Background: an optimization exercise with open tools, aiming at small area and a short achievable clock period. Do not read the settings as production practice.
Where RTL was checked, it was by simulation tests only, not by an equivalence proof against the original.

==> inputs of garnet <==
==> flow/design.v (excerpt) <==
module gemv_stream_engine (
  input  logic        clk,
  input  logic        rst_n,
  input  logic        start_i,
  input  logic        accum_i,
  input  logic [47:0] w_i,
  input  logic        a_valid_i,
  output logic        a_ready_o,
  input  logic [47:0] a_row_i,
  output logic        o_valid_o,
  input  logic        o_ready_i,
  output logic [15:0] o_data_o,
  output logic [1:0]  o_idx_o,
  output logic        busy_o,
  output logic        done_o,
  output logic        ovf_o
);
  logic [1:0]  state_q;
  logic [71:0] sel_q;      
  logic [71:0] sel_c;
  logic        accum_q;
  logic [1:0]  in_cnt_q;
  logic        ovf_q;
  logic        out_valid_q;
  logic [15:0] out_data_q;
  logic [1:0]  out_idx_q;
  logic [47:0] row_q;
  logic        s1_valid_q;
  logic        s2_valid_q;
  logic [1:0]  s2_idx_q;
  logic [34:0] s2a_q, s2b_q, s2c_q, s2d_q;
  logic [34:0] acc0_q, acc1_q, acc2_q;
  logic [2:0]  acc_vld_q;
  logic        st_idle, st_run, st_done;
  logic [1:0]  state_d;
  logic        out_valid_d;
  logic        run_q, run_nv_q;
  logic        adv_c, accept_c, start_ok_c, last_in_c, last_out_c;
  logic [1:0]  s1_idx_c;
  logic [34:0] acc_add_c, sa_c, sb_c, sc_c, sd_c, v_c;
  ...
==> flow/config.mk <==
export PLATFORM = sky130hd
export DESIGN_NAME = gemv_stream_engine
export DESIGN_NICKNAME = gemv_stream_engine
export VERILOG_FILES = /design/flow/design.v
export SDC_FILE = /design/flow/constraint.sdc
export NUM_CORES = 4
export LEC_CHECK = 0
export ABC_AREA = 1
export CAP_MARGIN = 20
export CORE_MARGIN = 2
export CORE_UTILIZATION = 40
export CTS_BUF_LIST = sky130_fd_sc_hd__clkbuf_8
export CTS_CLUSTER_SIZE = 30
export SETUP_SLACK_MARGIN = 4.75
export SLEW_MARGIN = 20
export TNS_END_PERCENT = 5
export BUFFER_PORTS_ARGS = -buffer_cell sky130_fd_sc_hd__buf_4
==> flow/constraint.sdc <==
create_clock -name core_clock -period 9.0 [get_ports {clk}]
set_input_delay 1.8000 -clock core_clock [delete_from_list [all_inputs] [get_ports {clk}]]
set_output_delay 1.8000 -clock core_clock [all_outputs]
set_load 0.01 [all_outputs]
standard.sh (not shown) runs the stock make flow with config.mk's settings and CLKGATE_MAP_FILE= SYNTH_SCRIPT=/design/flow/synth_recipe.tcl, a recipe that flattens the netlist after the stock synthesis.
==> flow/flow/run.sh <==
#!/bin/bash
# Standard layout, with the port buffers inserted by buffer_ports made of buf_4
# instead of the tool's default pick (a delay buffer), so the ports' buffers are fast.
set -e
echo "export BUFFER_PORTS_ARGS = -buffer_cell sky130_fd_sc_hd__buf_4" >> config.mk
bash standard.sh > standard.log 2>&1
==> delta (differences from garnet) <==
--- a/flow/config.mk
+++ b/flow/config.mk
@@ -9,7 +9,5 @@
 export CAP_MARGIN = 20
 export CORE_MARGIN = 2
-export CORE_UTILIZATION = 40
-export CTS_BUF_LIST = sky130_fd_sc_hd__clkbuf_8
-export CTS_CLUSTER_SIZE = 30
+export CORE_UTILIZATION = 60
 export SETUP_SLACK_MARGIN = 4.75
 export SLEW_MARGIN = 20
==> flow_metrics.py <==
metrics = {
    "status": {
        "status": "finished clean",
    },
    "critical_path": {
        "worstPathArrival_ps": 4610,
    },
    "die": {
        "design.die.area_sq_um": 88410,
    },
    "grt": {
        "vias_in_the_first_global_route": 24660,
    },
    "final_layout": {
        "syn_to_final_growth_pct": 12.07,
        "multi_input_gate_share_of_total_cell_area": 0.5029,
    },
    "timing": {
        "holdWs_ps": 484.0,
    },
    "min_path": {
        "worst_hold_path.endpoint": "out_data_q[14]",
    },
}
-- figures above: garnet

==> flow_metrics.py <==
metrics = {
    "final_layout": {
        "multi_input_gate_share_of_total_cell_area": 0.5135,
    },
    "timing": {
        "holdWs_ps": 479.7,
    },
    "status": {
        "status": "finished clean",
    },
    "die": {
        "design.die.area_sq_um": 59300,
    },
    "grt": {
        "vias_in_the_first_global_route": 25920,
    },
    "critical_path": {
        "worstPathArrival_ps": 4680,
    },
}
-- figures above: delta


==> inputs of trial 34 <==
gemv_stream_engine, a different RTL version from the one above (not shown whole).
Design gemv_stream_engine, start of the top module:
module gemv_stream_engine (
  input  logic        clk,
  input  logic        rst_n,
  input  logic        start_i,
  input  logic        accum_i,
  input  logic [47:0] w_i,
  input  logic        a_valid_i,
  output logic        a_ready_o,
  input  logic [47:0] a_row_i,
  output logic        o_valid_o,
  input  logic        o_ready_i,
  output logic [15:0] o_data_o,
  output logic [1:0]  o_idx_o,
  output logic        busy_o,
  output logic        done_o,
  output logic        ovf_o
);
  logic [1:0]  state_q;
  logic [47:0] w_q;
  logic        accum_q;
  logic [1:0]  in_cnt_q;
  logic        ovf_q;
  logic        out_valid_q;
  logic [15:0] out_data_q;
  logic [1:0]  out_idx_q;
  logic [47:0] row_q;
  logic        s1_valid_q;
  logic        s2_valid_q;
  logic [1:0]  s2_idx_q;
  logic [34:0] s2a_q, s2b_q, s2c_q, s2d_q;
  logic [34:0] acc0_q, acc1_q, acc2_q;
  logic [2:0]  acc_vld_q;
  logic        st_idle, st_run, st_done;
  logic        adv_c, accept_c, start_ok_c, last_in_c, last_out_c;
  logic [1:0]  s1_idx_c;
  logic [34:0] acc_add_c, sa_c, sb_c, sc_c, sd_c, v_c;
  logic [34:0] t1s_c, t1c_c, t2s_c, t2c_c;
  logic [15:0] sat_c;
  logic        clamp_c;
  logic [15:0] lo_c;
  logic [19:0] xh_c, yh_c, hx_c, hor_c, hand_c;
  logic        sum_m1_c, sum_0_c, sum_m2_c;
  assign st_idle  = (state_q == 2'd0);
  assign st_run   = (state_q == 2'd1);
  assign st_done  = (state_q == 2'd3);
  assign adv_c      = !out_valid_q || o_ready_i;
  assign a_ready_o  = st_run && adv_c;
  assign accept_c   = a_valid_i && a_ready_o;
  assign start_ok_c = st_idle && start_i;
  assign last_in_c  = accept_c && (in_cnt_q == 2'd2);
  assign last_out_c = out_valid_q && o_ready_i && (out_idx_q == 2'd2);
  assign busy_o = !st_idle;
  assign done_o = st_done;
  assign s1_idx_c = in_cnt_q - 2'd1;
  always_comb begin
    acc_add_c = '0;
    if (accum_q) begin
      case (s1_idx_c)
        2'd0:    if (acc_vld_q[0]) acc_add_c = acc0_q;
        2'd1:    if (acc_vld_q[1]) acc_add_c = acc1_q;
  ...
==> module gemv_stream_engine, before the edit <==
module gemv_stream_engine (
  input  logic        clk,
  input  logic        rst_n,
  input  logic        start_i,
  input  logic        accum_i,
  input  logic [47:0] w_i,
  input  logic        a_valid_i,
  output logic        a_ready_o,
  input  logic [47:0] a_row_i,
  output logic        o_valid_o,
  input  logic        o_ready_i,
  output logic [15:0] o_data_o,
  output logic [1:0]  o_idx_o,
  output logic        busy_o,
  output logic        done_o,
  output logic        ovf_o
);
  logic [1:0]  state_q;
  logic [47:0] w_q;
  logic        accum_q;
  logic [1:0]  in_cnt_q;
  logic        ovf_q;
  logic        out_valid_q;
  logic [15:0] out_data_q;
  logic [1:0]  out_idx_q;
  logic [47:0] row_q;
  logic        s1_valid_q;
  logic        s2_valid_q;
  logic [1:0]  s2_idx_q;
  logic [34:0] s2a_q, s2b_q, s2c_q, s2d_q;
  logic [34:0] acc0_q, acc1_q, acc2_q;
  logic [2:0]  acc_vld_q;
  logic        st_idle, st_run, st_done;
  logic        adv_c, accept_c, start_ok_c, last_in_c, last_out_c;
  logic [1:0]  s1_idx_c;
  logic [34:0] acc_add_c, sa_c, sb_c, sc_c, sd_c, v_c;
  logic [34:0] t1s_c, t1c_c, t2s_c, t2c_c;
  logic [15:0] sat_c;
  logic        clamp_c;
  logic [15:0] lo_c;
  logic [19:0] xh_c, yh_c, hx_c, hor_c, hand_c;
  logic        sum_m1_c, sum_0_c, sum_m2_c;
  assign st_idle  = (state_q == 2'd0);
  assign st_run   = (state_q == 2'd1);
  assign st_done  = (state_q == 2'd3);
  assign adv_c      = !out_valid_q || o_ready_i;
  assign a_ready_o  = st_run && adv_c;
  assign accept_c   = a_valid_i && a_ready_o;
  assign start_ok_c = st_idle && start_i;
  assign last_in_c  = accept_c && (in_cnt_q == 2'd2);
  assign last_out_c = out_valid_q && o_ready_i && (out_idx_q == 2'd2);
  assign busy_o = !st_idle;
  assign done_o = st_done;
  assign s1_idx_c = in_cnt_q - 2'd1;
  always_comb begin
    acc_add_c = '0;
    if (accum_q) begin
      case (s1_idx_c)
        2'd0:    if (acc_vld_q[0]) acc_add_c = acc0_q;
        2'd1:    if (acc_vld_q[1]) acc_add_c = acc1_q;
        default: if (acc_vld_q[2]) acc_add_c = acc2_q;
      endcase
    end
  end
  gemv_dot_pipe u_dot (
    .w_i   (w_q),
    .row_i (row_q),
    .acc_i (acc_add_c),
    .s0_o  (sa_c),
    .s1_o  (sb_c),
    .s2_o  (sc_c),
    .s3_o  (sd_c)
  );
  for (genvar i = 0; i < 35; i++) begin : g_csa
    assign {t1c_c[i], t1s_c[i]} = {1'b0, s2a_q[i]} + {1'b0, s2b_q[i]} + {1'b0, s2c_q[i]};
    if (i == 0) begin : g_lsb
      assign {t2c_c[i], t2s_c[i]} = {1'b0, t1s_c[i]} + {1'b0, s2d_q[i]};
    end else begin : g_bit
      assign {t2c_c[i], t2s_c[i]} = {1'b0, t1s_c[i]} + {1'b0, t1c_c[i-1]} + {1'b0, s2d_q[i]};
    end
  end
  assign v_c = t2s_c + {t2c_c[33:0], 1'b0};
  assign lo_c    = {1'b0, t2s_c[14:0]} + {1'b0, t2c_c[13:0], 1'b0};
  assign xh_c    = t2s_c[34:15];
  assign yh_c    = t2c_c[33:14];
  assign hx_c    = xh_c ^ yh_c;
  assign hor_c   = xh_c | yh_c;
  assign hand_c  = xh_c & yh_c;
  assign sum_m1_c = &hx_c;
  assign sum_0_c  = ~|(hx_c ^ {hor_c[18:0], 1'b0});
  assign sum_m2_c = ~|(hx_c ^ {19'h7ffff, 1'b0} ^ {hand_c[18:1], hor_c[0], 1'b0});
  assign clamp_c  = lo_c[15] ? !(sum_m1_c || sum_m2_c) : !(sum_0_c || sum_m1_c);
  assign sat_c    = clamp_c ? (v_c[34] ? 16'h8000 : 16'h7fff) : v_c[15:0];
  always_ff @(posedge clk or negedge rst_n) begin
    if (!rst_n) begin
      state_q     <= 2'd0;
      in_cnt_q    <= '0;
      ovf_q       <= 1'b0;
      out_valid_q <= 1'b0;
      out_data_q  <= '0;
      out_idx_q   <= '0;
      s1_valid_q  <= 1'b0;
      s2_valid_q  <= 1'b0;
      s2_idx_q    <= '0;
      acc_vld_q   <= '0;
    end else begin
      case (state_q)
        2'd0:    if (start_i)    state_q <= 2'd1;
        2'd1:    if (last_in_c)  state_q <= 2'd2;
        2'd2:    if (last_out_c) state_q <= 2'd3;
        default:                 state_q <= 2'd0;
      endcase
      if (accept_c) in_cnt_q <= in_cnt_q + 2'd1;
      if (adv_c) begin
        s1_valid_q  <= accept_c;
        s2_valid_q  <= s1_valid_q;
        out_valid_q <= s2_valid_q;
        if (s1_valid_q) s2_idx_q <= s1_idx_c;
        if (s2_valid_q) begin
          acc_vld_q[s2_idx_q] <= 1'b1;
          out_data_q <= sat_c;
          out_idx_q  <= s2_idx_q;
          if (clamp_c) ovf_q <= 1'b1;
        end
      end
      if (start_ok_c) begin
        in_cnt_q <= '0;
        ovf_q    <= 1'b0;
      end
    end
  end
  always_ff @(posedge clk) begin
    if (start_ok_c) begin
      w_q     <= w_i;
      accum_q <= accum_i;
    end
    if (adv_c) begin
      row_q <= a_row_i;
      s2a_q <= sa_c;
      s2b_q <= sb_c;
      s2c_q <= sc_c;
      s2d_q <= sd_c;
      if (s2_valid_q) begin
        case (s2_idx_q)
          2'd0:    acc0_q <= v_c;
          2'd1:    acc1_q <= v_c;
          default: acc2_q <= v_c;
        endcase
      end
    end
  end
  assign o_valid_o = out_valid_q;
  assign o_data_o  = out_data_q;
  assign o_idx_o   = out_idx_q;
  assign ovf_o     = ovf_q;
endmodule
Settings: LEC_CHECK=0, CAP_MARGIN=20, CORE_MARGIN=2, CORE_UTILIZATION=40, SETUP_SLACK_MARGIN=4.7, SLEW_MARGIN=20, TNS_END_PERCENT=5; clock period 9.0 ns.
run.sh (not shown) runs the stock make flow with config.mk's settings and CLKGATE_MAP_FILE= SYNTH_SCRIPT=/design/flow/synth_recipe.tcl, a recipe that flattens the netlist after the stock synthesis.
Stock flow here: none of the scripts above is used.
==> trial 98: changes against trial 34 <==
--- a/flow/design.v
+++ b/flow/design.v
@@ -2272,5 +2272,2 @@
   logic        clamp_c;
-  logic [15:0] lo_c;
-  logic [19:0] xh_c, yh_c, hx_c, hor_c, hand_c;
-  logic        sum_m1_c, sum_0_c, sum_m2_c;
   assign st_idle  = (state_q == 2'd0);
@@ -2315,13 +2312,13 @@
   assign v_c = t2s_c + {t2c_c[33:0], 1'b0};
-  assign lo_c    = {1'b0, t2s_c[14:0]} + {1'b0, t2c_c[13:0], 1'b0};
-  assign xh_c    = t2s_c[34:15];
-  assign yh_c    = t2c_c[33:14];
-  assign hx_c    = xh_c ^ yh_c;
-  assign hor_c   = xh_c | yh_c;
-  assign hand_c  = xh_c & yh_c;
-  assign sum_m1_c = &hx_c;
-  assign sum_0_c  = ~|(hx_c ^ {hor_c[18:0], 1'b0});
-  assign sum_m2_c = ~|(hx_c ^ {19'h7ffff, 1'b0} ^ {hand_c[18:1], hor_c[0], 1'b0});
-  assign clamp_c  = lo_c[15] ? !(sum_m1_c || sum_m2_c) : !(sum_0_c || sum_m1_c);
-  assign sat_c    = clamp_c ? (v_c[34] ? 16'h8000 : 16'h7fff) : v_c[15:0];
+  always_comb begin
+    clamp_c = 1'b0;
+    sat_c   = v_c[15:0];
+    if (!v_c[34] && (v_c[33:15] != '0)) begin
+      clamp_c = 1'b1;
+      sat_c   = 16'h7fff;
+    end else if (v_c[34] && (v_c[33:15] != '1)) begin
+      clamp_c = 1'b1;
+      sat_c   = 16'h8000;
+    end
+  end
   always_ff @(posedge clk or negedge rst_n) begin
Settings changed: SETUP_SLACK_MARGIN 4.7 to 4.0.
==> results by group <==
Outcome
  • Status: finished clean

Layout
  • Most frequent cells in the layout: 381 x fa_1, 331 x edfxtp_1, 320 x nor2_1

Placed design
  • Final HPWL DP: 85,800 um

Synthesis
  • Top post-synthesis cells by area: edfxtp_1 29%, fa_1 24%, xnor2_1 8.0%, a221oi_1 7.5%, ha_1 3.9%

GRT
  • GR Util All Layers: 0.267

Detailed routing
  • Routed wire per std cell: approximately 27 um
Source of the figures above: trial 34

==> results by group <==
Synthesis
  • Mux contribution to synthesized area: 0.0115
  • Top post-synthesis cells by area: edfxtp_1 29%, fa_1 24%, xnor2_1 9.1%, a221oi_1 7.2%, nor2_1 3.8%

Detailed routing
  • Routed wire per std cell: around 25 um

Outcome
  • Status: finished clean

GRT
  • GR Util All Layers: 0.252
Source of the figures above: trial 98

No run of this note included a check of the RTL's function; only the layout flow was run.

==> v37: inputs <==
RTL: one of the versions met above, not the one the previous note started from.
export LEC_CHECK = 0
export ABC_AREA = 1
export CAP_MARGIN = 20
export CORE_MARGIN = 2
export CORE_UTILIZATION = 40
export CTS_BUF_LIST = sky130_fd_sc_hd__clkbuf_8
export CTS_CLUSTER_SIZE = 30
export SETUP_SLACK_MARGIN = 4.75
export SLEW_MARGIN = 20
export TNS_END_PERCENT = 5
export BUFFER_PORTS_ARGS = -buffer_cell sky130_fd_sc_hd__buf_4
create_clock -name core_clock -period 9.0 [get_ports {clk}]
standard.sh (not shown) runs the stock make flow with config.mk's settings and CLKGATE_MAP_FILE= SYNTH_SCRIPT=/design/flow/synth_recipe.tcl, a recipe that flattens the netlist after the stock synthesis.
==> flow/flow/run.sh <==
#!/bin/bash
# Standard layout with two changes:
#  - the port buffers that buffer_ports inserts are buf_4 instead of the tool's default
#    pick (a delay buffer), so the ports' buffers are fast;
#  - after the standard synthesis, flow/polarity.py chooses for each full adder whether it
#    works on true or complemented signals (a full adder is self-dual), which removes most
#    of the inverters that the adder extraction leaves between full adders. Registers and
#    all other cells are unchanged.
set -e
echo "export BUFFER_PORTS_ARGS = -buffer_cell sky130_fd_sc_hd__buf_4" >> config.mk
bash standard.sh synth > synth.log 2>&1
R=orfs/results/sky130hd/gemv_stream_engine/base
python3 flow/polarity.py $R/1_2_yosys.v $R/1_2_yosys_pol.v > polarity.log 2>&1
cp $R/1_2_yosys.v $R/1_2_yosys_std.v
cp $R/1_2_yosys_pol.v $R/1_2_yosys.v
rm -f $R/1_synth.odb $R/1_synth.sdc
bash standard.sh > standard.log 2>&1
Other scripts of this flow, unchanged in this note and not shown: flow/flow/polarity.py
==> inputs of v15, as changes to v37 <==
SETUP_SLACK_MARGIN = 4.9   (was 4.75)
==> results.txt <==
v15 passed the timing, DRC and antenna checks. v37 finished clean.
In synthesized area, v15 and v37 do not differ.
Sequential cell count is the same in v15 and v37.
In v37 the core utilization is lower than in v15, by 0.31 points.
In v37 the register-to-register slack is lower than in v15, by 0.05 ns.
In v15 the wire length is higher than in v37, by about 0.7%.
Of v15 and v37, v37 has the higher first-iteration DRC count (gap about 2.2%, measured against v37).

-- static timing again, ports no longer ideal --
Ports are ideal in the flow. The routed layouts listed here were re-timed in OpenROAD. Step 1 (the two cells are an assumption about what drives the block):
set clk [get_ports {clk}]
set_driving_cell -lib_cell sky130_fd_sc_hd__clkbuf_16 $clk
set_driving_cell -lib_cell sky130_fd_sc_hd__buf_2 [delete_from_list [all_inputs] $clk]
Step 2 times the ports against the registers' clock, not the clock port: input delays grow and output delays shrink by t, the midpoint of the rising clock arrivals with the driver on. Slacks: no drivers / after step 1 / after step 2; pairs: no drivers / after step 1.
run | t (ns) | setup WS [ns] | hold slack, ns | worst register clock-pin slew, ns | worst slew at a driven data input, ns
garnet | 0.752 | 4.845 / 4.845 / 4.793 | 0.484 / 0.484 / 0.484 | 0.07 / 0.07 | 0.07
delta | 0.663 | 4.674 / 4.674 / 4.674 | 0.480 / 0.480 / 0.480 | 0.07 / 0.07 | 0.05
trial 34 | 0.679 | 4.629 / 4.609 / 4.352 | 0.461 / 0.461 / 0.461 | 0.07 / 0.07 | 0.06
trial 98 | 0.659 | 4.066 / 4.059 / 4.059 | 0.465 / 0.465 / 0.465 | 0.07 / 0.07 | 0.05
v37 | 0.727 | 4.748 / 4.748 / 4.748 | 0.477 / 0.477 / 0.477 | 0.07 / 0.07 | 0.09
v15 | 0.733 | 4.795 / 4.795 / 4.795 | 0.478 / 0.478 / 0.478 | 0.07 / 0.07 | 0.12
After both steps setup and hold are still met in every run listed. The setup slack of trial 34, which loses most, moves by -0.020 ns with the drivers and by -0.277 ns with both steps.
